From an optimization exercise on the open Yosys and OpenROAD flow, aimed at small area and a short achievable clock period; shortcuts taken in it are not production practice. RTL that was checked went through simulation tests only; none was proved equivalent to the original. Only the layout flow was run in runs 4 and 5; the RTL was not checked for function there. No activity file was given, so power comes from the tool's default toggle rates.

`design/flow/config.mk`:
```
export PLATFORM = sky130hd
export DESIGN_NAME = flow_switch_top
export DESIGN_NICKNAME = flow_switch_top
export VERILOG_FILES = /design/flow/design.v
export SDC_FILE = /design/flow/constraint.sdc
export NUM_CORES = 4
export LEC_CHECK = 0
export CAP_MARGIN = 20
export CORE_MARGIN = 2
export CORE_UTILIZATION = 45
export CTS_CLUSTER_DIAMETER = 100
export CTS_CLUSTER_SIZE = 30
export PLACE_DENSITY = 0.6
export SETUP_SLACK_MARGIN = 2.5
export SLEW_MARGIN = 20
```
`design/flow/constraint.sdc`:
```
create_clock -name core_clock -period 5.0 [get_ports {clk}]
set_input_delay 1.0000 -clock core_clock [delete_from_list [all_inputs] [get_ports {clk}]]
set_output_delay 1.0000 -clock core_clock [all_outputs]
set_load 0.01 [all_outputs]
```
`design/flow/design.v`:
```
package flow_switch_pkg;
	typedef struct packed {
		logic [1:0] dest;
		logic [3:0] payload;
	} word_fields_t;
	typedef union packed {
		logic [6-1:0] raw;
		word_fields_t       fields;
	} word_u;
	typedef struct packed {
		logic full;
		logic empty;
		logic almost_full;
		logic almost_empty;
		logic error;
	} fifo_status_t;
	typedef struct packed {
		logic               psel;
		logic               penable;
		logic               pwrite;
		logic [4-1:0] paddr;
		logic [8-1:0] pwdata;
	} apb_req_t;
	typedef struct packed {
		logic [8-1:0] prdata;
		logic               pready;
		logic               pslverr;
	} apb_rsp_t;
	typedef struct packed {
		logic [5-1:0] af;
		logic [5-1:0] ae;
	} thresh_t;
endpackage
`timescale 1ns/1ps
module fifo16 (
	input  logic               clk,
	input  logic               reset_L,
	input  logic               i_wr,
	input  logic [6-1:0] i_wr_data,
	input  logic               i_rd,
	output logic [6-1:0] o_head,
	output logic               o_hv,
	output logic               o_overrun
);
	logic [6-1:0] head;
	logic [6-1:0] body [16-1];
	logic [6-1:0] body_head;
	logic               hv;
	logic [7:0]         bcnt;
	logic [15:0]        bsel;
	logic               overrun;
	logic               b_empty;
	logic               full;
	logic               wr_ok;
	always_comb begin
		bsel[0] = !bcnt[7] && !bcnt[0];
		bsel[8] =  bcnt[7] &&  bcnt[0];
		for (int k = 1; k < 8; k++) begin
			bsel[k]     =  bcnt[k-1] && !bcnt[k];
			bsel[k + 8] = !bcnt[k-1] &&  bcnt[k];
		end
	end
	assign b_empty = bsel[0];
	assign full    = hv && bsel[15];
	assign wr_ok = i_wr && (!full || i_rd);
	always_ff @(posedge clk) begin
		if (wr_ok && hv) begin
			body[0] <= i_wr_data;
			for (int k = 1; k < 16-1; k++)
				body[k] <= body[k-1];
		end
	end
	always_comb begin
		body_head = '0;
		for (int k = 1; k < 16; k++)
			body_head = body_head | ({6{bsel[k]}} & body[k-1]);
	end
	always_ff @(posedge clk) begin
		if (i_rd && !b_empty)
			head <= body_head;
		else if (wr_ok && (!hv || i_rd))
			head <= i_wr_data;
	end
	always_ff @(posedge clk) begin
		if (!reset_L) begin
			hv      <= 1'b0;
			bcnt    <= 8'd0;
			overrun <= 1'b0;
		end else begin
			hv <= wr_ok || (hv && !(i_rd && b_empty));
			if (wr_ok && hv && !i_rd)
				bcnt <= {bcnt[6:0], !bcnt[7]};
			else if (i_rd && !b_empty && !wr_ok)
				bcnt <= {!bcnt[0], bcnt[7:1]};
			if (i_wr)
				overrun <= !wr_ok;
		end
	end
	assign o_head    = head;
	assign o_hv      = hv;
	assign o_overrun = overrun;
endmodule
`timescale 1ns/1ps
module vc_arbiter (
	input  logic                            clk,
	input  logic                            reset_L,
	input  logic                            i_enable,
	input  logic [4-1:0]              i_in_valid,
	input  logic [4-1:0][6-1:0] i_in_head,
	input  logic [4-1:0]              i_out_af,
	output logic [4-1:0]              o_in_pop,
	output logic [4-1:0]              o_out_wr,
	output logic [3:0]                      o_out_data
);
	logic [4-1:0] eligible;
	logic [4-1:0] last_q;
	logic [4-1:0] grant;
	logic               grant_vld;
	logic [4-1:0] xfer_wr_d;
	logic [3:0]         xfer_pl_d;
	logic [4-1:0] xfer_wr_q;
	logic [3:0]         xfer_pl_q;
	always_comb begin
		for (int i = 0; i < 4; i++)
			eligible[i] = i_enable && i_in_valid[i] &&
				!i_out_af[i_in_head[i][6-1 -: 2]];
	end
	always_comb begin
		for (int i = 0; i < 4; i++) begin
			logic [1:0] p1, p2, p3;
			p1 = 2'(i + 1);
			p2 = 2'(i + 2);
			p3 = 2'(i + 3);
			grant[i] = eligible[i] && (
				last_q[p3] ||
				(last_q[p2] && !eligible[p3]) ||
				(last_q[p1] && !eligible[p2] && !eligible[p3]) ||
				(last_q[i]  && !eligible[p1] && !eligible[p2] && !eligible[p3]));
		end
	end
	assign grant_vld = |eligible;
	always_comb begin
		xfer_wr_d = '0;
		xfer_pl_d = '0;
		for (int i = 0; i < 4; i++) begin
			if (grant[i]) begin
				xfer_wr_d[i_in_head[i][6-1 -: 2]] = 1'b1;
				xfer_pl_d = xfer_pl_d | i_in_head[i][3:0];
			end
		end
	end
	assign o_in_pop = grant;
	always_ff @(posedge clk) begin
		if (!reset_L) begin
			last_q    <= 4'b1000;
			xfer_wr_q <= '0;
		end else begin
			xfer_wr_q <= xfer_wr_d;
			if (grant_vld)
				last_q <= grant;
		end
	end
	always_ff @(posedge clk)
		xfer_pl_q <= xfer_pl_d;
	assign o_out_wr   = xfer_wr_q;
	assign o_out_data = xfer_pl_q;
endmodule
`timescale 1ns/1ps
module flow_ctrl_regs (
	input  logic               clk,
	input  logic               reset_L,
	input  logic               i_psel,
	input  logic               i_penable,
	input  logic               i_pwrite,
	input  logic [3:0]         i_paddr,
	input  logic [7:0]         i_pwdata,
	output logic [7:0]         o_prdata,
	output logic               o_pready,
	output logic               o_pslverr,
	input  logic [4-1:0] i_in_empty,
	input  logic [4-1:0] i_in_error,
	input  logic [4-1:0] i_out_empty,
	input  logic [4-1:0] i_out_error,
	output logic               o_enable,
	output logic [3:0]         o_af,
	output logic               o_af_wr,
	output logic [3:0]         o_af_wdata
);
	logic       enable_q;
	logic [3:0] af_q;
	logic [3:0] ae_q;
	logic [7:0] err_q;
	logic [7:0] err_clr;
	logic [7:0] rd_mux;
	logic       wr_en;
	logic       thr_wr;
	logic [3:0] af_wr;
	assign wr_en = i_psel && i_penable && i_pwrite;
	assign thr_wr = wr_en && i_paddr == 4'h4;
	assign af_wr  = (i_pwdata[3:0] == 4'd0) ? 4'd1 : i_pwdata[3:0];
	assign err_clr = (wr_en && i_paddr == 4'hC) ? i_pwdata : '0;
	always_ff @(posedge clk) begin
		if (!reset_L) begin
			enable_q <= 1'b0;
			af_q     <= 4'd15;
			ae_q     <= 4'd1;
			err_q    <= '0;
		end else begin
			if (wr_en && i_paddr == 4'h0)
				enable_q <= i_pwdata[0];
			if (thr_wr) begin
				af_q <= af_wr;
				ae_q <= i_pwdata[7:4];
			end
			err_q <= (err_q & ~err_clr) | {i_out_error, i_in_error};
		end
	end
	always_comb begin
		case (i_paddr)
			4'h0:    rd_mux = {7'd0, enable_q};
			4'h4:    rd_mux = {ae_q, af_q};
			4'h8:    rd_mux = {i_in_empty, i_out_empty};
			4'hC:    rd_mux = err_q;
			default: rd_mux = '0;
		endcase
	end
	assign o_prdata  = (i_psel && !i_pwrite) ? rd_mux : '0;
	assign o_pready  = 1'b1;
	assign o_pslverr = i_psel && i_penable && (i_paddr[1:0] != 2'b00);
	assign o_enable = enable_q;
	assign o_af      = af_q;
	assign o_af_wr    = thr_wr;
	assign o_af_wdata = af_wr;
endmodule
`timescale 1ns/1ps
module flow_switch_top (
	input  logic                        clk,
	input  logic                        reset_L,
	input  logic                        i_psel,
	input  logic                        i_penable,
	input  logic                        i_pwrite,
	input  logic [4-1:0]          i_paddr,
	input  logic [8-1:0]          i_pwdata,
	output logic [8-1:0]          o_prdata,
	output logic                        o_pready,
	output logic                        o_pslverr,
	input  logic [4-1:0]          i_push,
	input  logic [4*6-1:0]  i_in_data,
	input  logic [4-1:0]          i_pop,
	output logic [4*6-1:0]  o_out_data,
	output logic [4-1:0]          o_out_empty
);
	logic [4-1:0]              in_empty;
	logic [4-1:0]              in_error;
	logic [4-1:0][6-1:0] in_head;
	logic [4-1:0]              in_pop;
	logic [4-1:0]              out_empty;
	logic [4-1:0]              out_af;
	logic [4-1:0]              out_error;
	logic [4-1:0]              out_wr;
	logic [3:0]                      xfer_data;
	logic                            enable;
	logic [3:0]                      af;
	logic                            af_wr;
	logic [3:0]                      af_wdata;
	for (genvar g = 0; g < 4; g++) begin : g_ch
		logic [3:0] out_head;
		logic       in_hv;
		fifo16 u_in_fifo (
			.clk        (clk),
			.reset_L    (reset_L),
			.i_wr       (i_push[g]),
			.i_wr_data  (i_in_data[g*6 +: 6]),
			.i_rd       (in_pop[g]),
			.o_head     (in_head[g]),
			.o_hv       (in_hv),
			.o_overrun  (in_error[g])
		);
		fifo16_out u_out_fifo (
			.clk        (clk),
			.reset_L    (reset_L),
			.i_wr       (out_wr[g]),
			.i_wr_data  (xfer_data),
			.i_rd       (i_pop[g]),
			.i_af       (af),
			.i_af_wr    (af_wr),
			.i_af_wdata (af_wdata),
			.o_head     (out_head),
			.o_empty    (out_empty[g]),
			.o_af       (out_af[g]),
			.o_underrun (out_error[g])
		);
		assign in_empty[g] = !in_hv;
		assign o_out_data[g*6 +: 6] = i_pop[g] ? {2'(g), out_head} : '0;
		assign o_out_empty[g] = out_empty[g];
	end
	vc_arbiter u_arbiter (
		.clk        (clk),
		.reset_L    (reset_L),
		.i_enable   (enable),
		.i_in_valid (~in_empty),
		.i_in_head  (in_head),
		.i_out_af   (out_af),
		.o_in_pop   (in_pop),
		.o_out_wr   (out_wr),
		.o_out_data (xfer_data)
	);
	flow_ctrl_regs u_regs (
		.clk         (clk),
		.reset_L     (reset_L),
		.i_psel      (i_psel),
		.i_penable   (i_penable),
		.i_pwrite    (i_pwrite),
		.i_paddr     (i_paddr),
		.i_pwdata    (i_pwdata),
		.o_prdata    (o_prdata),
		.o_pready    (o_pready),
		.o_pslverr   (o_pslverr),
		.i_in_empty  (in_empty),
		.i_in_error  (in_error),
		.i_out_empty (out_empty),
		.i_out_error (out_error),
		.o_enable    (enable),
		.o_af        (af),
		.o_af_wr     (af_wr),
		.o_af_wdata  (af_wdata)
	);
endmodule
module fifo16_out (
	input  logic       clk,
	input  logic       reset_L,
	input  logic       i_wr,
	input  logic [3:0] i_wr_data,
	input  logic       i_rd,
	input  logic [3:0] i_af,
	input  logic       i_af_wr,
	input  logic [3:0] i_af_wdata,
	output logic [3:0] o_head,
	output logic       o_empty,
	output logic       o_af,
	output logic       o_underrun
);
	logic [3:0] head;
	logic [3:0] body [16-1];
	logic [4:0] fill;
	logic [4:0] fill_next;
	logic [3:0] bidx;
	logic       empty;
	logic       af;
	logic       underrun;
	logic       b_empty;
	logic       rd_ok;
	logic       up;
	logic       dn;
	logic       af_up;
	logic       af_hold;
	logic       af_dn;
	assign b_empty = (fill[4:1] == 4'd0);
	assign rd_ok   = i_rd && !empty;
	assign up      = i_wr && !rd_ok;
	assign dn      = rd_ok && !i_wr;
	assign bidx    = 4'(fill - 5'd2);
	always_ff @(posedge clk) begin
		if (i_wr && !empty) begin
			body[0] <= i_wr_data;
			for (int k = 1; k < 16-1; k++)
				body[k] <= body[k-1];
		end
	end
	always_ff @(posedge clk) begin
		if (rd_ok && !b_empty)
			head <= body[bidx];
		else if (i_wr && (empty || rd_ok))
			head <= i_wr_data;
	end
	assign fill_next = up ? fill + 5'd1 : dn ? fill - 5'd1 : fill;
	assign af_up   = ({1'b0, fill} + 6'd1 >= {2'b0, i_af});
	assign af_hold = (fill >= {1'b0, i_af});
	assign af_dn   = (fill > {1'b0, i_af});
	always_ff @(posedge clk) begin
		if (!reset_L) begin
			fill     <= 5'd0;
			empty    <= 1'b1;
			af       <= 1'b0;
			underrun <= 1'b0;
		end else begin
			fill  <= fill_next;
			empty <= (fill_next == 5'd0);
			if (i_af_wr)
				af <= (fill_next >= {1'b0, i_af_wdata});
			else
				af <= up ? af_up : dn ? af_dn : af_hold;
			if (i_rd)
				underrun <= empty;
		end
	end
	assign o_head     = head;
	assign o_empty    = empty;
	assign o_af       = af;
	assign o_underrun = underrun;
endmodule
```
`design/flow/run.sh`:
```
#!/bin/bash
# synth_recipe.tcl (not shown) runs the flow's synth.tcl, then flattens the netlist and writes it again
# the make line also repeats each setting of config.mk as NAME=value (left out here)
make -C /OpenROAD-flow-scripts/flow DESIGN_CONFIG=/design/flow/config.mk WORK_HOME=/design/flow/orfs CLKGATE_MAP_FILE= SYNTH_SCRIPT=/design/flow/synth_recipe.tcl finish
```
==> reports/qor.yml, run 1 <==
drc: 0
ys_seq_area_share_pct: 68.2
hp-class: "flip-flop to flip-flop"
initial_utilization_pct: 45.4
die_y_um: 267
antenna_found_initial: 2
grt_pass1_wl_um: 114000
worst_pin_slew_ns: 1.11
design_area_um2: 37400
clock_sinks: 741
hold_violations: 0
pwr_density_cell_nw_per_um2: 373
synthCells: 2302
cts_buffers: 29
setup_tns_ns: 0
h-tree-depth: 1
tritoncts: "yes"
detail-route-antenna-nets: 0
synth_flop_cell: "edfxtp_1"
max_freq_mhz: 342
critical_path_arrival_ns: 1.92
worstPathRequired_ns: 4.00
dpl.hpwl_um: 46000
grt_usage_pct: 20.2
crit_path_start_kind: "primary input"
core_um2: 68600
insertedDiodeCount: 0
cp-end-kind: "output pin"
wire_per_inst_um: 22.7
routed_wl_um: 78600
cts-root-buf: "clkbuf_16"
row_count: 96
worstPathMaxFanout: 5
synth-seq-cells: 741
rrSetupSlack_ns: 2.30
post-synth-top-area-cell: "edfxtp_1"
regArea_um2: 21300
synthTopCellsByArea: "edfxtp_1 (62%), dfxtp_1 (6.5%), ha_1 (3.2%)"
clk_pin_slew_ns: 0.12
period_share_pct: 58.5
multi_input_area_um2: 10200
grt_max_degree: 61
syn_area_per_cell_um2: 13.5
path_delay_family: "buffers and inverters"
placed_area_um2: 32900
yosysMostFrequentCell: "edfxtp_1"
via_per_inst: 6.00
gp_congestion: 0.855
slew_viol_final: 0
fin_nets: 2636
slowest_stage: "mux2_4"
fp.dieW_um: 267
ir_drop_uv: 285
synth_edf_count: 640
slew_headroom_pct: 25.7
grt_overflow_total: 0
max_stage_delay_ns: 0.30
async_reset_ff_share_pct: 0
ctsHoldBuffers: 0
io_pins: 87
crit_buf_inv: 3
setup_viol: 0
rsz0062_at_grt: "yes"
netlist_area_um2: 31100
firstDrtPassIters: 7
dieArea_um2: 71300
path_cells: "buf_12 -> mux2_4 -> a21oi_2 -> nor2_1 -> buf_4 -> buf_6"
routed-via-count: 20800
clock_latency_ns: 0.64
clk_path_buf_depth: 3
syn_to_final_growth_pct: 20.2
drt-initial-drc-count: 2400
leakagePower_nw: 12.7
skew_ns: 0.0224
synthDistinctLibCells: 80
drive_gt1_share_pct: 21.5
grt_pass1_vias: 19400
io_buffers: 81
worstSetupPathType: "primary input to output pin"
maxCapViolations: 0
nFillCells: 5499
synth_top_area_share_pct: 61.7
outcome: "timing/DRC/antenna clean"
synth_common_cells: "edfxtp_1 (640), nand2_1 (186), nor2_1 (161)"
ys_warn_count: 6
post-route-min-period_ns: 2.92
==> worst paths after layout <==
path | cells after the start | start | endpoint
setup reg to reg | 10 | g_ch[0].u_in_fifo.head[4]$_DFFE_PP_ | g_ch[0].u_in_fifo.body[10][5]$_DFFE_PN_
hold / removal | 0 | g_ch[1].u_out_fifo.body[11][3]$_DFFE_PP_ | g_ch[1].u_out_fifo.body[12][3]$_DFFE_PP_
hold reg to reg | 0 | g_ch[1].u_out_fifo.body[11][3]$_DFFE_PP_ | g_ch[1].u_out_fifo.body[12][3]$_DFFE_PP_
setup / recovery | 6 | i_paddr[3] | o_prdata[5]
==> where the power goes <==
group	total, mW	switching, mW	internal [mW]
Sequential	7.27	0.316	6.96
Combinational	3.63	1.96	1.68
Clock	3.05	1.86	1.19
==> sequential cells by signal, summed over array words and instances (netlist names), 8 cells and up <==
| signal | flops |
|---|---|
| g_ch.u_in_fifo.bcnt | 32 |
| g_ch.u_in_fifo.body | 360 |
| g_ch.u_in_fifo.head | 24 |
| g_ch.u_out_fifo.body | 240 |
| g_ch.u_out_fifo.fill | 20 |
| g_ch.u_out_fifo.head | 16 |
| u_regs.err_q | 8 |
==> cell families after synthesis <==
| family | Yosys count | share of synthesized area (%) |
|---|---|---|
| multiplexers | 53 | 2.13 |
| adder cells (fa/ha/maj) | 82 | 3.28 |
| flip-flops | 741 | 68.2 |
| AND/OR/NAND/NOR | 551 | 8.11 |
| buffers and inverters | 196 | 2.57 |
| XOR/XNOR | 36 | 1.01 |
| AO/OA/AOI/OAI | 641 | 14.7 |
| other | 2 | 0.0241 |
==> per-layer routing <==
| metal | vias up | wire, µm | track usage (%) |
|---|---|---|---|
| met1 | 10400 | 34300 | 29.2 |
| met3 | 106 | 5470 | 2.71 |
| met2 | 829 | 37100 | 32.9 |
| met5 | - | 30 | 0 |
| li1 | 9385 | - | - |
| met4 | 4 | 1650 | 3.95 |
==> what timing repair did <==
item,in CTS,in global routing
endpoints found under the hold margin,0,0
pin swaps,30,67
gates resized for setup,322,229
endpoints found under the setup margin,499,473
cloned,6,48
setup buffers,60,87
==> worst reg2reg max path, delay by kind of cell (launching register included) <==
kind                   cells  cell delay [ns]
buffers and inverters      5             0.63
AND/OR/NAND/NOR            3             0.60
multiplexers               1             0.57
flip-flops                 1             0.41
AO/OA/AOI/OAI              1             0.21
==> stage by stage <==
step	setup slack, ns	utilization [%]	total power, mW	instances	hold WS (ns)
2_1_floorplan	1.32	-	9.43	2305	0.408
3_3_place_gp	0.914	47.9	10.2	3206	0.423
3_5_place_dp	0.892	47.9	10.3	3206	0.419
4_1_cts	2.09	50.9	13.6	3325	0.456
5_1_grt	2.06	54.6	14.6	3460	0.468
6_report	2.08	54.6	14.0	3460	0.453
==> layout by cell type, fill, tap and decap left out, types with 22 or more instances in the layout <==
cell type	count
a21oi_1	100
a221oi_1	60
a222oi_1	23
a22oi_1	123
a31oi_1	24
and2_1	25
buf_12	27
buf_4	104
buf_6	57
clkbuf_16	57
clkdlybuf4s50_1	32
dfxtp_1	64
dfxtp_2	23
edfxtp_1	640
ha_1	65
inv_1	46
mux2i_1	22
nand2_1	175
nand3_1	47
nor2_1	149
o21ai_0	73
o22ai_1	23
==> layout make-up <==
cell class / instances / area share (%)
clock buffer: 48 / 2.16
inverter: 63 / 0.715
multi-input combinational: 1373 / 27.4
clock inverter: 5 / 0.191
timing repair buffer: 299 / 9.51
sequential: 741 / 57.0
tap: 931 / 3.11
==> run 2: changes to the inputs <==
--- a/design/flow/config.mk
+++ b/design/flow/config.mk
@@ -10,6 +10,4 @@
 export CORE_UTILIZATION = 45
-export CTS_CLUSTER_DIAMETER = 100
-export CTS_CLUSTER_SIZE = 30
 export PLACE_DENSITY = 0.6
-export SETUP_SLACK_MARGIN = 2.5
+export SETUP_SLACK_MARGIN = 2.2
 export SLEW_MARGIN = 20
==> run 2 against run 1 <==
Still clean. Sequential share of layout area increased by 2.0 points. Via count decreased by 4.4%. Routed wire length down 6.4%. Non-clock buffer count fell by 167. Final cell count decreased by 2.4%. Register-to-register slack worse by 0.11 ns. Die area is the same. Utilization down 2.0 points. Maximum frequency rose by 2.8%. Clock skew shrank 0.0039 ns. Largest power group unchanged.
==> reports/qor.yml, run 2 <==
outcome: "timing/DRC/antenna clean"
wire_per_inst_um: 21.8
cp-end-kind: "output pin"
crit_path_start_kind: "primary input"
routed_wl_um: 73600
slew_headroom_pct: 37.7
setup_viol: 0
grt_pass1_vias: 19400
initial_utilization_pct: 45.4
clock_latency_ns: 0.62
fp.dieW_um: 267
worstPathMaxFanout: 5
fin_ws_ns: 2.16
fin_cells: 3376
tritoncts: "yes"
grt_pass1_wl_um: 113000
grt_overflow_total: 0
drive_gt1_share_pct: 13.2
mostFrequentLayoutCells: "edfxtp_1 (640), nand2_1 (182), nor2_1 (149)"
min_from: "g_ch[3].u_in_fifo.body[11][4]$_DFFE_PN_"
worstSetupPathType: "primary input to output pin"
post-synth-top-area-cell: "edfxtp_1"
totalPowerFinal_mw: 16.0
rrSetupSlack_ns: 2.19
ir_drop_uv: 264
final_common_cell: "edfxtp_1"
synth_edf_count: 640
h-tree-depth: 3
grt-busiest-layer: "met2"
use_met2_pct: 31.6
largest_register_ff_count: 360
synthTopCellsByArea: "edfxtp_1 (62%), dfxtp_1 (6.5%), ha_1 (3.2%)"
skew_ns: 0.0184
worstReg2RegStart: "g_ch[2].u_in_fifo.head[5]$_DFFE_PP_"
routed-via-count: 19900
clk_pin_slew_ns: 0.06
antenna_found_initial: 3
clk_path_buf_depth: 3
gp_congestion: 0.861
via_per_inst: 5.88
hp-class: "flip-flop to flip-flop"
ys_warn_count: 6
whs_ns: 0.439
ys_seq_area_share_pct: 68.2
cp-startpoint: "i_paddr[2]"
core_um2: 68600
setup_tns_ns: 0
synthDistinctLibCells: 80
netlist_area_um2: 31100
synth-seq-cells: 741
slew_viol_final: 0
async_reset_ff_share_pct: 0
rsz0062_at_grt: "yes"
ctsHoldBuffers: 0
synth_top_area_share_pct: 61.7
grt_max_degree: 91
place_ws_ns: 0.866
period_share_pct: 56.9
critical_path_arrival_ns: 1.84
reg_top3: "g_ch.u_in_fifo.body: 360 flops, g_ch.u_out_fifo.body: 240 flops, g_ch.u_in_fifo.bcnt: 32 flops"
grt_usage_pct: 20.3
insertedDiodeCount: 0
synthCells: 2302
placedCellCount: 3205
maxCapViolations: 0
firstDrtPassIters: 6
fin_nets: 2513
dpl.hpwl_um: 46300
hold_violations: 0
worst_pin_slew_ns: 0.934
row_count: 96
io_buffers: 81
leakagePower_nw: 12.2
grtUsageMet3_pct: 4.28
syn_area_per_cell_um2: 13.5
yosysMostFrequentCell: "edfxtp_1"
top_register: "g_ch.u_in_fifo.body"
io_pins: 87
synth_flop_cell: "edfxtp_1"
design_area_um2: 36100
placed_area_um2: 32900
post-route-min-period_ns: 2.84
max_freq_mhz: 352
dieArea_um2: 71300
final_util_pct: 52.6
syn_to_final_growth_pct: 15.9
pwr_density_cell_nw_per_um2: 444
drt-initial-drc-count: 2023
die_y_um: 267
cts-root-buf: "clkbuf_16"
synth_common_cells: "edfxtp_1 (640), nand2_1 (186), nor2_1 (161)"
detail-route-antenna-nets: 0
cts_buffers: 78
clock_sinks: 741
drc: 0
grt_use_met1_pct: 28.7
worstPathRequired_ns: 4.00
==> run 2: repair_timing <==
action / CTS / global route
resized for setup: 178 / 60
pin swaps: 7 / 18
buffers inserted: 10 / 16
setup endpoints to repair: 348 / 346
gates cloned: 2 / 2
==> run 2: final timing paths <==
path / endpoint / depth (start not counted)
max: o_prdata[0] / 4
min: g_ch[3].u_in_fifo.body[12][4]$_DFFE_PN_ / 0
max reg2reg: g_ch[0].u_in_fifo.head[5]$_DFFE_PP_ / 7
min reg2reg: g_ch[3].u_in_fifo.body[12][4]$_DFFE_PN_ / 0
==> run 2: critical path, stage by stage <==
cell     delay (ns)
buf_12         0.09
mux4_2         0.50
nor2b_4        0.14
buf_6          0.11
==> run 2: where the power goes <==
| group | total [mW] | switching, mW | internal [mW] |
|---|---|---|---|
| Sequential | 7.27 | 0.318 | 6.95 |
| Combinational | 3.05 | 1.75 | 1.30 |
| Clock | 5.71 | 2.37 | 3.34 |
| Total | 16.0 | 4.44 | 11.6 |
==> run 2: layout make-up <==
cell class | instances | area [µm²]
Clock inverter | 34 | 350
Multi-Input combinational cell | 1368 | 9570
Inverter | 63 | 250
Sequential cell | 741 | 21300
Timing Repair Buffer | 132 | 1340
Fill cell | 5749 | 32500
Clock buffer | 107 | 2160
Tap cell | 931 | 1160
==> run 2: cell families (layout without fill, tap and decap cells) <==
logic type	Yosys count	count (layout)	synth area share, %
AOI/OAI and AO/OA	641	641	14.7
adders and majority gates	82	82	3.28
muxes	53	53	2.13
buffers and inverters	196	336	2.57
xor gates and xnor gates	36	36	1.01
and+or+nand+nor	551	551	8.11
other	2	5	0.0241
DFF	741	741	68.2
==> run 2: routing by layer <==
layer | wire, µm | up-vias | share of wire, %
li1 | - | 9152 | -
met1 | 33000 | 9863 | 45
met2 | 33600 | 701 | 46
met3 | 5010 | 133 | 6.8
met4 | 1900 | 4 | 2.6
met5 | 33 | - | 0.045
==> run 3: changes to the inputs <==
--- a/design/flow/config.mk
+++ b/design/flow/config.mk
@@ -10,2 +10,5 @@
 export CORE_UTILIZATION = 45
+export CTS_BUF_LIST = sky130_fd_sc_hd__clkbuf_8
+export CTS_CLUSTER_DIAMETER = 50
+export CTS_CLUSTER_SIZE = 16
 export PLACE_DENSITY = 0.6
==> run 3 against run 2 <==
Global-route usage grew 0.073 points. Routed wire length is essentially flat. Setup slack gained 0.013 ns. Sequential power is essentially flat. Clock power shrank 23%. Die area is the same. Register-to-register slack gained 0.08 ns. Critical path depth is the same. Final cell count grew 0.24%. Highest routed layer unchanged.
==> reports/qor.yml, run 3 <==
placed_area_um2: 32900
design_area_um2: 35400
clk_path_buf_depth: 3
fin_nets: 2517
post-synth-top-area-cell: "edfxtp_1"
ctsHoldBuffers: 0
slew_headroom_pct: 34.6
synth-seq-cells: 741
outcome: "timing/DRC/antenna clean"
place_ws_ns: 0.866
final_common_cell: "edfxtp_1"
initial_utilization_pct: 45.4
synthDistinctLibCells: 80
io_pins: 87
clock_sinks: 741
synth_flop_cell: "edfxtp_1"
synth_common_cells: "edfxtp_1 (640), nand2_1 (186), nor2_1 (161)"
pwr_density_cell_nw_per_um2: 415
yosysMostFrequentCell: "edfxtp_1"
hp-class: "flip-flop to flip-flop"
firstDrtPassIters: 6
antenna_found_initial: 3
grt_max_degree: 91
row_count: 96
crit_path_start_kind: "primary input"
wire_per_inst_um: 21.7
setup_tns_ns: 0
syn_to_final_growth_pct: 13.6
drc: 0
rrSetupSlack_ns: 2.27
nFillCells: 5796
netlist_area_um2: 31100
cts-root-buf: "clkbuf_8"
totalPowerFinal_mw: 14.7
dieArea_um2: 71300
synthTopCellsByArea: "edfxtp_1 (62%), dfxtp_1 (6.5%), ha_1 (3.2%)"
ir_drop_uv: 276
cp-end-kind: "output pin"
post-route-min-period_ns: 2.83
skew_ns: 0.0310
leakagePower_nw: 11.9
setup_viol: 0
largest_register_ff_count: 360
die_y_um: 267
regArea_um2: 21300
top_register: "g_ch.u_in_fifo.body"
worstSetupPathType: "primary input to output pin"
io_buffers: 81
core_um2: 68600
tritoncts: "yes"
dpl.hpwl_um: 46300
grt_usage_pct: 20.4
synthCells: 2302
clk_pin_slew_ns: 0.08
drive_gt1_share_pct: 14.1
grt_overflow_total: 0
reg_top3: "g_ch.u_in_fifo.body: 360 flops, g_ch.u_out_fifo.body: 240 flops, g_ch.u_in_fifo.bcnt: 32 flops"
rsz0062_at_grt: "yes"
grt_pass1_vias: 19400
mostFrequentLayoutCells: "edfxtp_1 (640), nand2_1 (182), nor2_1 (151)"
ys_warn_count: 6
max_freq_mhz: 353
drt-initial-drc-count: 2020
worstPathRequired_ns: 4.00
period_share_pct: 56.6
routed_wl_um: 73600
routed-via-count: 19900
grt_pass1_wl_um: 113000
ys_seq_area_share_pct: 68.2
gp_congestion: 0.861
synth_edf_count: 640
synth_top_area_share_pct: 61.7
hold_violations: 0
multi_input_area_um2: 9590
worst_pin_slew_ns: 0.980
h-tree-depth: 3
slew_viol_final: 0
clock_latency_ns: 0.70
worstPathMaxFanout: 4
syn_area_per_cell_um2: 13.5
critical_path_arrival_ns: 1.83
cts_buffers: 77
detail-route-antenna-nets: 0
fin_ws_ns: 2.17
via_per_inst: 5.89
maxCapViolations: 0
final_util_pct: 51.6
async_reset_ff_share_pct: 0
fp.dieW_um: 267
## run 3: cell counts after synthesis
No cell type changed its count.
## run 3: final timing paths
path / startpoint / to / cells after the start
min reg2reg: g_ch[0].u_out_fifo.body[11][1]$_DFFE_PP_ / g_ch[0].u_out_fifo.body[12][1]$_DFFE_PP_ / 0
min: g_ch[0].u_out_fifo.body[11][1]$_DFFE_PP_ / g_ch[0].u_out_fifo.body[12][1]$_DFFE_PP_ / 0
max: i_paddr[2] / o_prdata[0] / 4
max reg2reg: g_ch[2].u_in_fifo.head[5]$_DFFE_PP_ / g_ch[2].u_in_fifo.body[8][1]$_DFFE_PN_ / 7
## run 3: per-layer routing
| metal | GRT usage, % | share of wire [%] | vias to the layer above |
|---|---|---|---|
| met1 | 28.7 | 44 | 9859 |
| met5 | 2.29 | 0.33 | - |
| met2 | 31.3 | 45 | 755 |
| li1 | - | - | 9157 |
| met3 | 4.14 | 7.2 | 160 |
| met4 | 6.97 | 3.1 | 4 |
## run 3: critical path: stages
cell and delay [ns]:
buf_12 0.09, mux4_2 0.49, nor2b_4 0.14, buf_6 0.11
## run 3: where the power goes
| part | total, mW | switching, mW | internal, mW |
|---|---|---|---|
| Combinational | 3.06 | 1.76 | 1.30 |
| Clock | 4.38 | 2.33 | 2.05 |
| Sequential | 7.25 | 0.310 | 6.94 |
| Total | 14.7 | 4.40 | 10.3 |
## run 3: cells by family after synthesis
kind of cell | after synthesis | synth area share [%]
AND/OR/NAND/NOR | 551 | 8.11
AO/OA/AOI/OAI | 641 | 14.7
XOR/XNOR | 36 | 1.01
multiplexers | 53 | 2.13
other | 2 | 0.0241
buffers and inverters | 196 | 2.57
flip-flops | 741 | 68.2
adder cells (fa/ha/maj) | 82 | 3.28
## run 3: cell type report
type                            instances  share of cell area [%]
Sequential cell                       741                    60.1
Multi-Input combinational cell       1368                    27.1
Timing Repair Buffer                  137                    3.78
Tap cell                              931                    3.29
Clock buffer                           82                    3.19
Clock inverter                         60                    1.80
Inverter                               63                   0.718
Antenna cell                            2                  0.0141
## run 3: stage by stage
step | std cells | hold WS (ns)
finish | 3384 | 0.442
global placement | 3205 | 0.428
detailed placement | 3205 | 0.430
global route | 3384 | 0.443
CTS | 3362 | 0.434
floorplan | 2305 | 0.408
## run 3: what timing repair did
item	CTS	global route
setup endpoints to repair	349	343
buffers inserted	13	17
hold endpoints to repair	0	0
resized for setup	177	71
cloned	2	3
pin swaps	7	18
==> run 4: changes to the inputs <==
--- a/design/flow/design.v
+++ b/design/flow/design.v
@@ -42,2 +42,3 @@
 	output logic               o_hv,
+	output logic               o_empty,
 	output logic               o_overrun
@@ -48,2 +49,4 @@
 	logic               hv;
+	logic               empty_q;
+	logic               hv_next;
 	logic [7:0]         bcnt;
@@ -83,2 +86,3 @@
 	end
+	assign hv_next = wr_ok || (hv && !(i_rd && b_empty));
 	always_ff @(posedge clk) begin
@@ -86,2 +90,3 @@
 			hv      <= 1'b0;
+			empty_q <= 1'b1;
 			bcnt    <= 8'd0;
@@ -89,3 +94,4 @@
 		end else begin
-			hv <= wr_ok || (hv && !(i_rd && b_empty));
+			hv      <= hv_next;
+			empty_q <= !hv_next;
 			if (wr_ok && hv && !i_rd)
@@ -100,2 +106,3 @@
 	assign o_hv      = hv;
+	assign o_empty   = empty_q;
 	assign o_overrun = overrun;
@@ -195,2 +202,4 @@
 	logic       wr_en;
+	logic       rd_en;
+	logic [3:0] af_n_q;
 	logic       thr_wr;
@@ -205,2 +214,3 @@
 			af_q     <= 4'd15;
+			af_n_q   <= ~4'd15;
 			ae_q     <= 4'd1;
@@ -211,3 +221,4 @@
 			if (thr_wr) begin
-				af_q <= af_wr;
+				af_q   <= af_wr;
+				af_n_q <= ~af_wr;
 				ae_q <= i_pwdata[7:4];
@@ -217,12 +228,8 @@
 	end
-	always_comb begin
-		case (i_paddr)
-			4'h0:    rd_mux = {7'd0, enable_q};
-			4'h4:    rd_mux = {ae_q, af_q};
-			4'h8:    rd_mux = {i_in_empty, i_out_empty};
-			4'hC:    rd_mux = err_q;
-			default: rd_mux = '0;
-		endcase
-	end
-	assign o_prdata  = (i_psel && !i_pwrite) ? rd_mux : '0;
+	assign rd_en = i_psel && !i_pwrite && (i_paddr[1:0] == 2'b00);
+	assign rd_mux = ({8{rd_en && i_paddr[3:2] == 2'd0}} & {7'd0, enable_q}) |
+	                ({8{rd_en && i_paddr[3:2] == 2'd1}} & {ae_q, af_q}) |
+	                ({8{rd_en && i_paddr[3:2] == 2'd2}} & {i_in_empty, i_out_empty}) |
+	                ({8{rd_en && i_paddr[3:2] == 2'd3}} & err_q);
+	assign o_prdata  = rd_mux;
 	assign o_pready  = 1'b1;
@@ -230,3 +237,3 @@
 	assign o_enable = enable_q;
-	assign o_af      = af_q;
+	assign o_af      = ~af_n_q;
 	assign o_af_wr    = thr_wr;
@@ -253,2 +260,3 @@
 	logic [4-1:0]              in_empty;
+	logic [4-1:0]              in_valid;
 	logic [4-1:0]              in_error;
@@ -267,3 +275,2 @@
 		logic [3:0] out_head;
-		logic       in_hv;
 		fifo16 u_in_fifo (
@@ -275,3 +282,4 @@
 			.o_head     (in_head[g]),
-			.o_hv       (in_hv),
+			.o_hv       (in_valid[g]),
+			.o_empty    (in_empty[g]),
 			.o_overrun  (in_error[g])
@@ -292,3 +300,2 @@
 		);
-		assign in_empty[g] = !in_hv;
 		assign o_out_data[g*6 +: 6] = i_pop[g] ? {2'(g), out_head} : '0;
@@ -300,3 +307,3 @@
 		.i_enable   (enable),
-		.i_in_valid (~in_empty),
+		.i_in_valid (in_valid),
 		.i_in_head  (in_head),
@@ -345,5 +352,8 @@
 	logic [4:0] fill;
-	logic [4:0] fill_next;
+	logic [4:0] fill_nr;
+	logic [4:0] fill_rd;
+	logic [3:0] af_next;
 	logic [3:0] bidx;
-	logic       empty;
+	logic       hv;
+	logic       empty_q;
 	logic       af;
@@ -352,14 +362,14 @@
 	logic       rd_ok;
-	logic       up;
-	logic       dn;
-	logic       af_up;
-	logic       af_hold;
-	logic       af_dn;
+	logic       hv_nr;
+	logic       hv_rd;
 	assign b_empty = (fill[4:1] == 4'd0);
-	assign rd_ok   = i_rd && !empty;
-	assign up      = i_wr && !rd_ok;
-	assign dn      = rd_ok && !i_wr;
+	assign rd_ok   = i_rd && hv;
 	assign bidx    = 4'(fill - 5'd2);
+	assign fill_nr = fill + {4'd0, i_wr};
+	assign fill_rd = fill_nr - 5'd1;
+	assign hv_nr   = hv || i_wr;
+	assign hv_rd   = (fill_nr[4:1] != 4'd0);
+	assign af_next = i_af_wr ? i_af_wdata : i_af;
 	always_ff @(posedge clk) begin
-		if (i_wr && !empty) begin
+		if (i_wr && hv) begin
 			body[0] <= i_wr_data;
@@ -372,9 +382,5 @@
 			head <= body[bidx];
-		else if (i_wr && (empty || rd_ok))
+		else if (i_wr && (!hv || rd_ok))
 			head <= i_wr_data;
 	end
-	assign fill_next = up ? fill + 5'd1 : dn ? fill - 5'd1 : fill;
-	assign af_up   = ({1'b0, fill} + 6'd1 >= {2'b0, i_af});
-	assign af_hold = (fill >= {1'b0, i_af});
-	assign af_dn   = (fill > {1'b0, i_af});
 	always_ff @(posedge clk) begin
@@ -382,3 +388,4 @@
 			fill     <= 5'd0;
-			empty    <= 1'b1;
+			hv       <= 1'b0;
+			empty_q  <= 1'b1;
 			af       <= 1'b0;
@@ -386,10 +393,15 @@
 		end else begin
-			fill  <= fill_next;
-			empty <= (fill_next == 5'd0);
-			if (i_af_wr)
-				af <= (fill_next >= {1'b0, i_af_wdata});
-			else
-				af <= up ? af_up : dn ? af_dn : af_hold;
+			if (rd_ok) begin
+				fill    <= fill_rd;
+				hv      <= hv_rd;
+				empty_q <= !hv_rd;
+				af      <= (fill_rd >= {1'b0, af_next});
+			end else begin
+				fill    <= fill_nr;
+				hv      <= hv_nr;
+				empty_q <= !hv_nr;
+				af      <= (fill_nr >= {1'b0, af_next});
+			end
 			if (i_rd)
-				underrun <= empty;
+				underrun <= !hv;
 		end
@@ -397,3 +409,3 @@
 	assign o_head     = head;
-	assign o_empty    = empty;
+	assign o_empty    = empty_q;
 	assign o_af       = af;
--- a/design/flow/config.mk
+++ b/design/flow/config.mk
@@ -10,7 +10,4 @@
 export CORE_UTILIZATION = 45
-export CTS_BUF_LIST = sky130_fd_sc_hd__clkbuf_8
-export CTS_CLUSTER_DIAMETER = 50
-export CTS_CLUSTER_SIZE = 16
 export PLACE_DENSITY = 0.6
-export SETUP_SLACK_MARGIN = 2.2
+export SETUP_SLACK_MARGIN = 2.0
 export SLEW_MARGIN = 20
==> run 4 against run 3 <==
Routed wire length is 2.4% lower. Largest cell class unchanged. Setup slack worse by 0.13 ns. Synthesized cell count is 0.39% higher. Area after synthesis is 0.84% higher. Combinational power is 85% lower. Register-to-register slack worse by 0.14 ns. Still clean.
==> reports/qor.yml, run 4 <==
reg_top3: "g_ch.u_in_fifo.body: 360 flops, g_ch.u_out_fifo.body: 240 flops, g_ch.u_in_fifo.bcnt: 32 flops"
p_clk_share_pct: 44.3
outcome: "timing/DRC/antenna clean"
top_register: "g_ch.u_in_fifo.body"
synth_top_area_share_pct: 61.2
leakagePower_nw: 12.0
crit_path_start_kind: "primary input"
regArea_um2: 21500
initial_utilization_pct: 45.6
io_pins: 87
synthDistinctLibCells: 95
worstSetupPathType: "primary input to flip-flop"
worstPathRequired_ns: 5.46
clk_path_buf_depth: 3
maxCapViolations: 0
fin_nets: 2495
grt_pass1_wl_um: 111000
nFillCells: 5745
antenna_found_initial: 5
tritoncts: "yes"
grt_usage_pct: 19.8
mostFrequentLayoutCells: "edfxtp_1 (640), nor2_1 (166), nand2_1 (126)"
multi_input_area_um2: 9310
synth_edf_count: 640
firstDrtPassIters: 6
ys_seq_area_share_pct: 68.4
h-tree-depth: 3
drt-initial-drc-count: 2075
yosysMostFrequentCell: "edfxtp_1"
slew_headroom_pct: 46.5
post-synth-top-area-cell: "edfxtp_1"
io_buffers: 81
ctsHoldBuffers: 0
final_common_cell: "edfxtp_1"
routed-via-count: 19900
grt_overflow_total: 0
fin_cells: 3391
synth_flop_cell: "edfxtp_1"
gp_congestion: 0.857
via_per_inst: 5.87
netlist_area_um2: 31400
placedCellCount: 3225
cts-root-buf: "clkbuf_16"
setup_viol: 0
drive_gt1_share_pct: 11.9
wire_per_inst_um: 21.2
p_sw_mw: 2.86
detail-route-antenna-nets: 0
syn_to_final_growth_pct: 14.9
whs_ns: 0.437
dpl.hpwl_um: 45800
worst_pin_slew_ns: 0.802
hp-class: "flip-flop to flip-flop"
largest_register_ff_count: 360
setup_tns_ns: 0
core_um2: 68800
routed_wl_um: 71800
grt_pass1_vias: 19400
critical_path_arrival_ns: 3.42
synth-seq-cells: 753
power_frac_seq_pct: 52.3
skew_ns: 0.0252
ys_warn_count: 6
synthCells: 2311
post-route-min-period_ns: 2.96
clock_latency_ns: 0.63
clk_pin_slew_ns: 0.06
slew_viol_final: 0
synthTopCellsByArea: "edfxtp_1 (61%), dfxtp_1 (7.2%), a22oi_1 (2.6%)"
rsz0062_at_grt: "yes"
row_count: 96
dieArea_um2: 71900
cts_buffers: 80
hold_violations: 0
synth_common_cells: "edfxtp_1 (640), nor2_1 (167), nand2_1 (126)"
p_int_mw: 10.6
worstPathMaxFanout: 12
async_reset_ff_share_pct: 0
syn_area_per_cell_um2: 13.6
max_freq_mhz: 338
clock_sinks: 753
drc: 0
ir_drop_uv: 277
combPwrFrac_pct: 3.4
period_share_pct: 59.2
die_y_um: 268
swShare_pct: 21.2
cp-end-kind: "flip-flop"
grt_max_degree: 91
fp.dieW_um: 268
pwr_density_cell_nw_per_um2: 374
==> run 4: cell count changes after synthesis, moves of 12 or more <==
| cell | change |
|---|---|
| a222oi_1 | -15 |
| and3_1 | +15 |
| a22oi_1 | -21 |
| ha_1 | -28 |
| nand2_1 | -60 |
| a221oi_1 | -26 |
| dfxtp_1 | +12 |
==> run 4: stage by stage <==
stage | setup slack (ns) | area, µm² | power (mW) | util [%]
after floorplan | 1.52 | 31600 | 7.43 | -
after CTS | 2.00 | 36000 | 13.6 | 52.3
after detailed placement | 0.580 | 33200 | 7.63 | 48.3
final | 2.04 | 36100 | 13.5 | 52.4
after global placement | 0.808 | 33200 | 7.62 | 48.3
after global routing | 1.97 | 36100 | 13.9 | 52.4
==> run 4: critical path, stage by stage <==
cell and delay, ns:
clkdlybuf4s50_1 0.47, nand4_1 0.21, nand2b_4 0.29, nor3_4 0.27
a21oi_4 0.10, ha_4 0.23, nand2b_1 0.13, a21o_1 0.15
a21o_1 0.16, a2111oi_2 0.29, a311oi_1 0.10
==> run 4: final cells by class <==
type                       instances  area share [%]
sequential                       753            59.5
multi-input combinational       1352            25.8
clock buffer                     113            6.35
timing repair buffer             131            3.24
tap                              931            3.23
clock inverter                    34            1.05
inverter                          76           0.794
antenna                            1         0.00694
==> run 4: kinds of logic (layout without fill, tap and decap cells) <==
kind of cell,after synthesis,in the layout,synth area share [%]
flip-flops,753,753,68.4
AO/OA/AOI/OAI,632,633,14.3
AND/OR/NAND/NOR,545,546,8.46
buffers and inverters,211,354,2.73
multiplexers,71,71,2.75
adder cells (fa/ha/maj),52,52,2.07
XOR/XNOR,45,45,1.26
other,2,6,0.0239
==> run 4: power groups by stage <==
stage / clock, mW / sequential (mW) / combinational [mW]
global route: 6.37 / 7.06 / 0.505
finish: 5.98 / 7.05 / 0.459
detailed placement: 0 / 7.18 / 0.452
floorplan: 0 / 7.11 / 0.327
CTS: 6.12 / 7.05 / 0.457
global placement: 0 / 7.18 / 0.445
==> run 4: repair_timing <==
action	in CTS	in global routing
resized for setup	74	26
gates cloned	1	1
endpoints found under the setup margin	325	210
pin swaps	9	5
buffers inserted	8	8
==> run 4: path summary, 6_finish.rpt <==
check                                                             from                                endpoint  slack, ns  cells after the start
worst max-delay path                                         i_penable        g_ch[1].u_out_fifo.af$_SDFF_PN0_       2.04                     11
worst max register to register     g_ch[1].u_in_fifo.head[4]$_DFFE_PP_  g_ch[2].u_in_fifo.body[3][5]$_DFFE_PN_       2.13                      6
worst min register to register  g_ch[0].u_in_fifo.body[6][3]$_DFFE_PN_  g_ch[0].u_in_fifo.body[7][3]$_DFFE_PN_       0.44                      0
worst min-delay path            g_ch[0].u_in_fifo.body[6][3]$_DFFE_PN_  g_ch[0].u_in_fifo.body[7][3]$_DFFE_PN_       0.44                      0
==> run 4: routing by layer <==
layer  track usage (%)  vias to the layer above  wire [µm]
li1                  -                     9203          -
met1              28.1                     9967      32300
met2              31.2                      607      33400
met3              3.45                      124       4150
met4              6.07                        6       1840
met5                 0                        -         37
==> run 5: changes to the inputs <==
--- a/design/flow/config.mk
+++ b/design/flow/config.mk
@@ -11,3 +11,3 @@
 export PLACE_DENSITY = 0.6
-export SETUP_SLACK_MARGIN = 2.0
+export SETUP_SLACK_MARGIN = 2.2
 export SLEW_MARGIN = 20
==> run 5 against run 4 <==
Still clean on timing, DRC and antenna. Clock power increased by 0.8%. Non-clock buffer count increased by 18. Final cell count increased by 0.44%. Die area unchanged. Global-route usage increased by 0.16 points. Design area increased by 1.1%. Combinational power increased by 3%. Via count increased by 0.56%. Area after synthesis unchanged. Critical path depth decreased by 7. Hold slack got worse by 0.0048 ns. Utilization increased by 0.59 points. Critical endpoint is now o_prdata[0].
==> reports/qor.yml, run 5 <==
grt_pass1_wl_um: 113000
synthTopCellsByArea: "edfxtp_1 (61%), dfxtp_1 (7.2%), a22oi_1 (2.6%)"
path_cells: "buf_12 -> mux4_2 -> nor2b_2 -> buf_2"
dr.max_layer_used: "met5"
drt-met1-wl_um: 32300
min_from: "g_ch[3].u_in_fifo.body[13][1]$_DFFE_PN_"
cts_buffers: 79
initial_utilization_pct: 45.6
period_share_pct: 57.5
largest_register_ff_count: 360
slew_viol_final: 0
yosysMostFrequentCell: "edfxtp_1"
setup_viol: 0
leakagePower_nw: 12.3
min_path_cells: 0
worstPathRequired_ns: 4.00
insertedDiodeCount: 0
cts-root-buf: "clkbuf_16"
synth_flop_cell: "edfxtp_1"
synth_xor_area_share_pct: 1.26
post-route-min-period_ns: 2.88
clock_sinks: 753
syn_area_per_cell_um2: 13.6
tritoncts: "yes"
netlist_area_um2: 31400
synthDistinctLibCells: 95
core_um2: 68800
mostFrequentLayoutCells: "edfxtp_1 (640), nor2_1 (162), nand2_1 (126)"
dr_wl_met3_um: 4460
drc: 0
slowest_stage: "mux4_2"
dieArea_um2: 71900
critical_path_arrival_ns: 1.88
gp_congestion: 0.866
synth_compound_area_share_pct: 14.3
h-tree-depth: 3
routed_wl_um: 72800
synthCells: 2311
antenna_found_initial: 2
pwr_density_cell_nw_per_um2: 372
detail-route-antenna-nets: 0
final_common_cell: "edfxtp_1"
wire_per_inst_um: 21.4
drt-initial-drc-count: 1922
dpl.hpwl_um: 46300
hold_violations: 0
max_freq_mhz: 348
synth_top_family_by_area: "compound AO/OA/AOI/OAI gates"
grt_overflow_total: 0
fin_nets: 2512
synth_common_cells: "edfxtp_1 (640), nor2_1 (167), nand2_1 (126)"
post-synth-top-area-cell: "edfxtp_1"
setup_tns_ns: 0
outcome: "timing/DRC/antenna clean"
synth.area.mux_share_pct: 2.75
met2_length_um: 34100
drive_gt1_share_pct: 14.3
rrSetupSlack_ns: 2.26
routed-via-count: 20000
grt_pass1_vias: 19800
r2r_cells: 6
crit_path_start_kind: "primary input"
ys_seq_area_share_pct: 68.4
via_per_inst: 5.88
worstPathMaxFanout: 5
worst_pin_slew_ns: 0.990
ys_warn_count: 6
rsz0062_at_grt: "yes"
clk_path_buf_depth: 3
synth_adder_area_share_pct: 2.07
totalPowerFinal_mw: 13.6
io_buffers: 81
whs_ns: 0.433
async_reset_ff_share_pct: 0
path_delay_family: "multiplexers"
crit_buf_inv: 2
cp-end-kind: "output pin"
worstReg2RegStart: "g_ch[0].u_in_fifo.head[4]$_DFFE_PP_"
syn_to_final_growth_pct: 16.2
ctsHoldBuffers: 0
firstDrtPassIters: 5
reg_top3: "g_ch.u_in_fifo.body: 360 flops, g_ch.u_out_fifo.body: 240 flops, g_ch.u_in_fifo.bcnt: 32 flops"
worst_r2r_endpoint: "g_ch[2].u_in_fifo.head[4]$_DFFE_PP_"
synth-simple-area-share_pct: 8.46
synth_edf_count: 640
nFillCells: 5763
placedCellCount: 3222
slew_headroom_pct: 33.8
clk_pin_slew_ns: 0.06
ir_drop_uv: 290
skew_ns: 0.0258
row_count: 96
clock_latency_ns: 0.63
max_stage_delay_ns: 0.49
grt_usage_pct: 20.0
synth_top_area_share_pct: 61.2
hp-class: "flip-flop to flip-flop"
maxCapViolations: 0
top_register: "g_ch.u_in_fifo.body"
worstSetupPathType: "primary input to output pin"
io_pins: 87
synth-seq-cells: 753
hold_end: "g_ch[3].u_in_fifo.body[14][1]$_DFFE_PN_"
die_y_um: 268
fp.dieW_um: 268
grt_max_degree: 91
fin_cells: 3406
-- run 5: cell counts after synthesis --
No cell type changed its count.
-- run 5: cells by family (layout without fill, tap and decap cells) --
| family | Yosys count | in the layout |
|---|---|---|
| XOR/XNOR | 45 | 45 |
| buffers and inverters | 211 | 370 |
| other | 2 | 5 |
| adder cells (fa/ha/maj) | 52 | 52 |
| multiplexers | 71 | 71 |
| AND/OR/NAND/NOR | 545 | 546 |
| flip-flops | 753 | 753 |
| AO/OA/AOI/OAI | 632 | 633 |
-- run 5: per-stage QoR --
step / area [µm²] / setup slack, ns / utilization, %
2_1_floorplan: 31600 / 1.52 / -
3_3_place_gp: 33300 / 0.794 / 48.3
3_5_place_dp: 33300 / 0.587 / 48.3
4_1_cts: 36200 / 2.09 / 52.6
5_1_grt: 36500 / 2.07 / 53.0
6_report: 36500 / 2.12 / 53.0
-- run 5: how the worst max path moves through the flow --
stage / start / end / slack (ns) / cells past startpoint
after floorplan: g_ch[0].u_in_fifo.head[4]$_DFFE_PP_ / g_ch[0].u_in_fifo.body[0][0]$_DFFE_PN_ / 1.52 / 5
after global placement: i_paddr[2] / g_ch[0].u_out_fifo.af$_SDFF_PN0_ / 0.79 / 8
after detailed placement: i_paddr[2] / g_ch[1].u_out_fifo.af$_SDFF_PN0_ / 0.59 / 8
after CTS: i_paddr[2] / o_prdata[2] / 2.09 / 6
after global routing: i_paddr[1] / o_prdata[4] / 2.07 / 7
final: i_paddr[2] / o_prdata[0] / 2.12 / 4
-- run 5: per-layer routing --
metal	vias up	GRT usage, %
met3	132	3.66
li1	9235	-
met2	660	31.6
met4	2	6.48
met5	-	0
met1	9990	27.9
-- run 5: what timing repair did --
item	in CTS	in global routing
setup buffers	19	15
gates resized for setup	139	46
pin swaps	11	14
cloned	3	2
endpoints found under the setup margin	258	384
-- run 5: power by group --
part | switching, mW | internal (mW) | leakage (nW) | total (mW)
Clock | 2.43 | 3.60 | 1.31 | 6.03
Sequential | 0.130 | 6.92 | 6.82 | 7.05
Combinational | 0.281 | 0.193 | 4.17 | 0.475
-- run 5: final cells by class --
type | count | area (µm²) | area share [%]
multi-input cells | 1352 | 9480 | 26.0
clock buffers | 108 | 2230 | 6.11
repair buffers | 149 | 1380 | 3.79
clock inverters | 37 | 447 | 1.22
flip-flops and latches | 753 | 21500 | 58.9
well taps | 931 | 1160 | 3.19
inverters | 76 | 294 | 0.806

## port drivers added, routing unchanged
In the flow no input, the clock included, has a driving cell. The finished layouts below were timed again as built, in two steps.
Step 1 sets driving cells, clkbuf_16 on the clock port and buf_2 on the other inputs (assumed; they add their load-dependent delay and slew).
Step 2 also shifts input and output timing later by t, the mid clock arrival at the registers, as if the neighbouring blocks saw the same clock.
Slacks: ideal / step 1 / step 2; pairs: ideal / step 1.
run	shift t [ns]	slack for setup (ns)	worst hold slack (ns)	pins driven straight from the clock port
run 1	0.688	2.077 / 2.029 / 1.933	0.453 / 0.453 / 0.453	1
run 2	0.669	2.156 / 1.940 / 1.655	0.439 / 0.439 / 0.439	1
run 3	0.740	2.169 / 1.905 / 1.556	0.442 / 0.442 / 0.442	1
run 4	0.682	2.039 / 2.025 / 1.390	0.437 / 0.437 / 0.437	1
run 5	0.683	2.123 / 1.818 / 1.442	0.433 / 0.433 / 0.433	1
After both steps every run listed still meets setup and hold. For run 5, which loses most, drivers alone change the setup slack by -0.305 ns; drivers and shift together by -0.681 ns.
